This is an optimization exercise on Yosys and OpenROAD, whose aim is small area, a short achievable clock period and few clock cycles per item, not a production implementation.
Function was checked by simulation only, so behaviour that the tests miss may differ from the original.

// md_ctrl
module md_ctrl (
   input  logic        Clk,
   input  logic        Reset,
   input  logic        Start,
   input  logic [2:0]  Op,
   input  logic [31:0] A,
   input  logic [31:0] B,
   input  logic        Flush,
   output logic        Busy,
   output logic [31:0] HI,
   output logic [31:0] LO
);
clock: 80.0 ns
lec_check: 0
abc_area: 1
cap_margin: 20
core_margin: 2
core_utilization: 55
slew_margin: 20
standard.sh (not shown) runs the stock make flow with config.mk's settings and CLKGATE_MAP_FILE= SYNTH_SCRIPT=/design/flow/synth_recipe.tcl, a recipe that flattens the netlist after the stock synthesis.
==> flow/flow/run.sh <==
#!/bin/bash
# Standard layout, except that the port buffers are buf_2 cells rather than
# the default delay buffers, so the fixed input/output delays are not
# lengthened by the port buffers themselves.
set -euo pipefail
export BUFFER_PORTS_ARGS="-buffer_cell sky130_fd_sc_hd__buf_2"
bash standard.sh finish > standard_flow.log 2>&1
Testbench counts at the start, summed over its fixed seeds: cycles 13,576, items 4,800.
Then changed:
==> flow/run.sh (new file) <==
#!/bin/bash
# synth_recipe.tcl (not shown) runs the flow's synth.tcl, then flattens the netlist and writes it again
# the make line also repeats each setting of config.mk as NAME=value (left out here)
make -C /OpenROAD-flow-scripts/flow DESIGN_CONFIG=/design/flow/config.mk WORK_HOME=/design/flow/orfs CLKGATE_MAP_FILE= SYNTH_SCRIPT=/design/flow/synth_recipe.tcl finish
Settings changed: CORE_UTILIZATION 55 to 40.
removed: flow/flow/run.sh
removed: flow/standard.sh
Effect:
- The changed run completed without violations
- setup slack loses 0.68 ns
- clock-buffer cell count stays the same
- maximum frequency falls by a few percent
- design area came out higher by a few percent
- non-clock buffer count increases by 5
- cell count rises by a few percent
- worst hold slack improves by 0.022 ns
- critical path depth came out lower by 2
- core utilization fell by 15 points
Then changed:
==> flow/flow/run.sh (new file) <==
#!/bin/bash
# Standard layout, except that the port buffers are buf_2 cells rather than
# the default delay buffers, so the fixed input/output delays are not
# lengthened by the port buffers themselves.
set -euo pipefail
export BUFFER_PORTS_ARGS="-buffer_cell sky130_fd_sc_hd__buf_2"
bash standard.sh finish > standard_flow.log 2>&1
==> flow/standard.sh (new file) <==
#!/bin/bash
# synth_recipe.tcl (not shown) runs the flow's synth.tcl, then flattens the netlist and writes it again
# the make line also repeats each setting of config.mk as NAME=value (left out here)
make -C /OpenROAD-flow-scripts/flow DESIGN_CONFIG=/design/flow/config.mk WORK_HOME=/design/flow/orfs CLKGATE_MAP_FILE= SYNTH_SCRIPT=/design/flow/synth_recipe.tcl "${@:-finish}"
Settings changed: ABC_AREA 1 to default.
removed: flow/run.sh
=> The changed run produced a clean layout; worst hold slack is better by 0.023 ns; wire length shrinks by 1.8%.
Then changed:
Settings changed: ABC_AREA from default to 1.
Result:
- routed wire length is lower by 0.32%
- final cell count rose by 7.7%
- maximum frequency grows by 5.2%
- setup slack improved by 0.90 ns
- area after synthesis decreases by 2.4%
- via count goes up by 1.0%
- global-route usage went up by 1.2 points
- cell area drops by 2.2%


run A:
md_ctrl, a different RTL version from the one above (not shown whole).
For scale: about 4400 cells after synthesis, ~170 flip-flops.
clock: 80.0 ns
lec_check: 0
abc_area: 1
cap_margin: 20
core_margin: 2
core_utilization: 40
slew_margin: 70
synth_hierarchical: 1
==> flow/flow/run.sh <==
#!/bin/bash
# Standard layout, except that the port buffers are buf_2 cells rather than
# the default delay buffers, so the fixed input/output delays are not
# lengthened by the port buffers themselves.
set -euo pipefail
export BUFFER_PORTS_ARGS="-buffer_cell sky130_fd_sc_hd__buf_2"
bash standard.sh finish > standard_flow.log 2>&1
Run A went all the way through synthesis, placement and routing and the layout is clean on timing, DRC and antenna.
Testbench counts of run A, summed over its fixed seeds: cycles 13,576, items 4,800.
Changes in run B relative to run A:
diff --git a/flow/config.mk b/flow/config.mk
--- a/flow/config.mk
+++ b/flow/config.mk
@@ -10,4 +10,4 @@
 export CORE_MARGIN = 2
 export CORE_UTILIZATION = 40
-export SLEW_MARGIN = 70
+export SLEW_MARGIN = 80
 export SYNTH_HIERARCHICAL = 1
Results
In summary, run B completed successfully, with a layout that passed the timing, DRC and antenna checks.
Run comparison: run B worst setup path startpoint r_lo[12]$_SDFFE_PN0P_; run A worst setup path startpoint Flush
On via count of the first global-routing pass, the lower figure sits with run A, not run B.
Initial antenna violation count (higher): run B
[compare] base=run A new=run B: post-layout worst setup margin saw an increase.
--- input diff run B..run C ---
diff --git a/flow/config.mk b/flow/config.mk
--- a/flow/config.mk
+++ b/flow/config.mk
@@ -10,4 +10,4 @@
 export CORE_MARGIN = 2
 export CORE_UTILIZATION = 40
-export SLEW_MARGIN = 80
+export SLEW_MARGIN = 20
 export SYNTH_HIERARCHICAL = 1
[summary]
Looking at multi-input gate share of the layout cell area, run C sits 4.4 points above run B. Maximum cell stage delay along the critical path is higher on run C. [compare] base=run B new=run C: maximum frequency has decreased, data required time at the worst endpoint has increased.
--- input diff run C..run D ---
diff --git a/flow/config.mk b/flow/config.mk
--- a/flow/config.mk
+++ b/flow/config.mk
@@ -9,5 +9,5 @@
 export CAP_MARGIN = 20
 export CORE_MARGIN = 2
-export CORE_UTILIZATION = 40
-export SLEW_MARGIN = 20
+export CORE_UTILIZATION = 50
+export SLEW_MARGIN = 55
 export SYNTH_HIERARCHICAL = 1
Notes after the runs:
Detailed placer's ending HPWL (run D over run C): increase, about 1.7%
In the tables for run D and run C, global-route usage reads lower with run C.
Of run D and run C, the lower first-pass GRT wire length belongs to run C.
Critical path depth, run D and run C, lower one = run D.
Run D vs run C: register clock-pin slew on the reported worst setup and hold paths up in run D
Diff run C -> run D: number of placed I/O pins held; CTS buffer count roughly the same.
Reported for run D and run C, synthesized cell count turned out identical to the last digit.


md_ctrl, a different RTL version from the one above (not shown whole).
Size in the first run: about 4,500 cells after synthesis, roughly 170 flip-flops, about 140 I/O pins.
Design md_ctrl, start of the top module:
module md_ctrl (
   input  logic        Clk,
   input  logic        Reset,
   input  logic        Start,
   input  logic [2:0]  Op,
   input  logic [31:0] A,
   input  logic [31:0] B,
   input  logic        Flush,
   output logic        Busy,
   output logic [31:0] HI,
   output logic [31:0] LO
);
Settings: LEC_CHECK=0, CAP_MARGIN=20, CORE_MARGIN=2, CORE_UTILIZATION=55, SLEW_MARGIN=20; clock period 80.0 ns.
Scripts as last shown in full above: flow/flow/run.sh
Testbench counts at the start, summed over its fixed seeds: cycles 13,576, items 4,800.
Change:
- CAP_MARGIN: 20 -> 60
- SLEW_MARGIN: 20 -> 60
The new run completed with no timing, DRC or antenna violations.
Wire length hardly moves.
Via count barely changes.
Die area stays the same.
Global-route usage rose by 0.22 points.
Register-to-register slack gets better by 0.92 ns.
Change:
- CAP_MARGIN: 60 -> 20
- CORE_UTILIZATION: 55 -> 40
- SLEW_MARGIN: 60 -> 20
Result: The new run went through all stages and came out clean; sequential share of layout area climbs by 0.27 points; synthesized cell count does not change; register-to-register slack loses 0.93 ns; cell count came out higher by a few percent; first-iteration DRC count came out lower by roughly a tenth; synthesized area is unchanged; setup slack is worse by 0.14 ns; global-route usage falls by 13 points; die area is higher by well over a third; clock skew hardly moves.
Change:
- CORE_UTILIZATION: 40 -> 55
- GPL_TIMING_DRIVEN: default -> 1
Outcome: Cell area decreases by 0.91%. Register-to-register slack barely changes. Worst setup slack gains 0.037 ns.


RTL: one of the versions met above, not the one the previous note started from.
For scale: about 4400 cells after synthesis, roughly 140 I/O pins, roughly 33000 um^2 of cells after synthesis.
Settings: LEC_CHECK=0, ABC_AREA=1, CAP_MARGIN=20, CORE_MARGIN=2, CORE_UTILIZATION=60, SLEW_MARGIN=60, SYNTH_HIERARCHICAL=1; clock period 80.0 ns.
Scripts as last shown in full above: flow/flow/run.sh
Testbench counts at the start, summed over its fixed seeds: cycles 13,576, items 4,800.
Edit:
CORE_UTILIZATION = 40   (was 60)
Result: The changed run completed with no timing, DRC or antenna violations; maximum frequency drops by 0.42%; count of clock-buffer cells in the layout does not change; sequential share of layout area stays flat; die area climbs by 49%; routed wire length climbs by 2.5%; worst setup slack degrades by 0.073 ns; hold slack hardly moves; area after synthesis stays the same; clock skew drops by 0.0058 ns.
Edit:
CORE_UTILIZATION = 50   (was 40)
After rerunning: Critical path depth drops by 9. Clock-buffer cell count is unchanged. Final area stays flat. Synthesized area is unchanged. Via count rises by 1.1%. Worst setup slack is better by 0.12 ns.
Edit:
CORE_UTILIZATION = 40   (was 50)
SLEW_MARGIN = 50   (was 60)
After rerunning:
- design area falls slightly
- register-to-register slack is worse by 1.5 ns
- critical path depth rises by 9
- sequential share of layout area rises by 0.10 points
- worst hold slack stays flat
- cell count rises by a few percent
- utilization falls by 11 points
- setup slack is worse by 0.40 ns
- maximum frequency falls by a few percent
Edit:
CAP_MARGIN = 50   (was 20)
SLEW_MARGIN = 60   (was 50)
The changed run completed with no timing, DRC or antenna violations.
Cell count hardly moves.
Final area increases by about 1.1%.
Routed wire length decreases by about 0.4%.
Sequential share of layout area decreases by 0.13 points.
Via count increases by about 0.4%.
Core utilization increases by 0.47 points.
Die area stays the same.


== old ==
md_ctrl, a different RTL version from the one above (not shown whole).
Size: ~170 flip-flops, about 140 I/O pins, ~38,000 µm² of cells after synthesis.
Settings: LEC_CHECK=0, CAP_MARGIN=20, CORE_MARGIN=2, CORE_UTILIZATION=40, SLEW_MARGIN=20; clock period 80.0 ns.
run.sh (not shown) runs the stock make flow with config.mk's settings and CLKGATE_MAP_FILE= SYNTH_SCRIPT=/design/flow/synth_recipe.tcl, a recipe that flattens the netlist after the stock synthesis.
Stock flow here: none of the scripts above is used.
Testbench counts of old, summed over its fixed seeds: cycles 13,576, items 4,800.
Input-level comparison between new and old:
==> flow/flow/run.sh (new file) <==
#!/bin/bash
# Standard layout, except that the port buffers are buf_2 cells rather than
# the default delay buffers, so the fixed input/output delays are not
# lengthened by the port buffers themselves.
set -euo pipefail
export BUFFER_PORTS_ARGS="-buffer_cell sky130_fd_sc_hd__buf_2"
bash standard.sh finish > standard_flow.log 2>&1
==> flow/standard.sh (new file) <==
#!/bin/bash
# synth_recipe.tcl (not shown) runs the flow's synth.tcl, then flattens the netlist and writes it again
# the make line also repeats each setting of config.mk as NAME=value (left out here)
make -C /OpenROAD-flow-scripts/flow DESIGN_CONFIG=/design/flow/config.mk WORK_HOME=/design/flow/orfs CLKGATE_MAP_FILE= SYNTH_SCRIPT=/design/flow/synth_recipe.tcl "${@:-finish}"
removed: flow/run.sh
[summary]
Final area came out lower on new than on old. Lower worst stage delay on the critical path was reported by new, not old. Going from old to new, met1 global-route usage shows a reduction of 1.8 points, detailed-route wire length shows a reduction of about 2.3%, total number of vias shows an increase of 259.

==> static timing again, ports no longer ideal <==
The results above use ideal ports. As a check the final layouts listed here were re-extracted and re-timed, cells and wires unchanged.
Step 1 sets driving cells, clkbuf_16 on the clock port and buf_2 on the other inputs (assumed; they add their load-dependent delay and slew).
Step 2 also shifts input and output timing later by t, the mid clock arrival at the registers, as if the neighbouring blocks saw the same clock.
Slacks: ideal / step 1 / step 2; pairs: ideal / step 1.
| run | t, ns | slack for setup (ns) | worst setup path after step 2 |
|---|---|---|---|
| the first run of note 1 | 0.565 | 62.608 / 62.649 / 62.085 | input to register |
| the second run of note 1 | 0.546 | 61.925 / 61.962 / 61.416 | input to register |
| the third run of note 1 | 0.534 | 61.825 / 61.863 / 61.329 | input to register |
| the fourth run of note 1 | 0.575 | 62.722 / 62.764 / 62.189 | input to register |
| run A | 0.544 | 62.854 / 62.845 / 62.350 | input to register |
| run B | 0.550 | 62.930 / 62.867 / 62.431 | input to register |
| run C | 0.548 | 62.490 / 62.501 / 61.987 | input to register |
| run D | 0.570 | 62.884 / 62.820 / 62.423 | input to register |
| the first run of note 3 | 0.544 | 62.659 / 62.700 / 62.155 | input to register |
| the second run of note 3 | 0.546 | 62.758 / 62.694 / 62.297 | input to register |
| the third run of note 3 | 0.532 | 62.622 / 62.581 / 62.128 | input to register |
| the fourth run of note 3 | 0.544 | 62.659 / 62.700 / 62.155 | input to register |
| the first run of note 4 | 0.577 | 62.842 / 62.829 / 62.310 | input to register |
| the second run of note 4 | 0.534 | 62.769 / 62.789 / 62.255 | input to register |
| the third run of note 4 | 0.586 | 62.885 / 62.817 / 62.423 | input to register |
| the fourth run of note 4 | 0.542 | 62.487 / 62.530 / 61.989 | input to register |
| the fifth run of note 4 | 0.534 | 62.769 / 62.789 / 62.255 | input to register |
| old | 0.577 | 61.957 / 61.993 / 61.416 | input to register |
| new | 0.584 | 62.370 / 62.409 / 61.825 | input to register |
After both steps setup and hold are still met in every run listed. For new, which loses most, drivers alone change the setup slack by +0.039 ns; drivers and shift together by -0.545 ns.
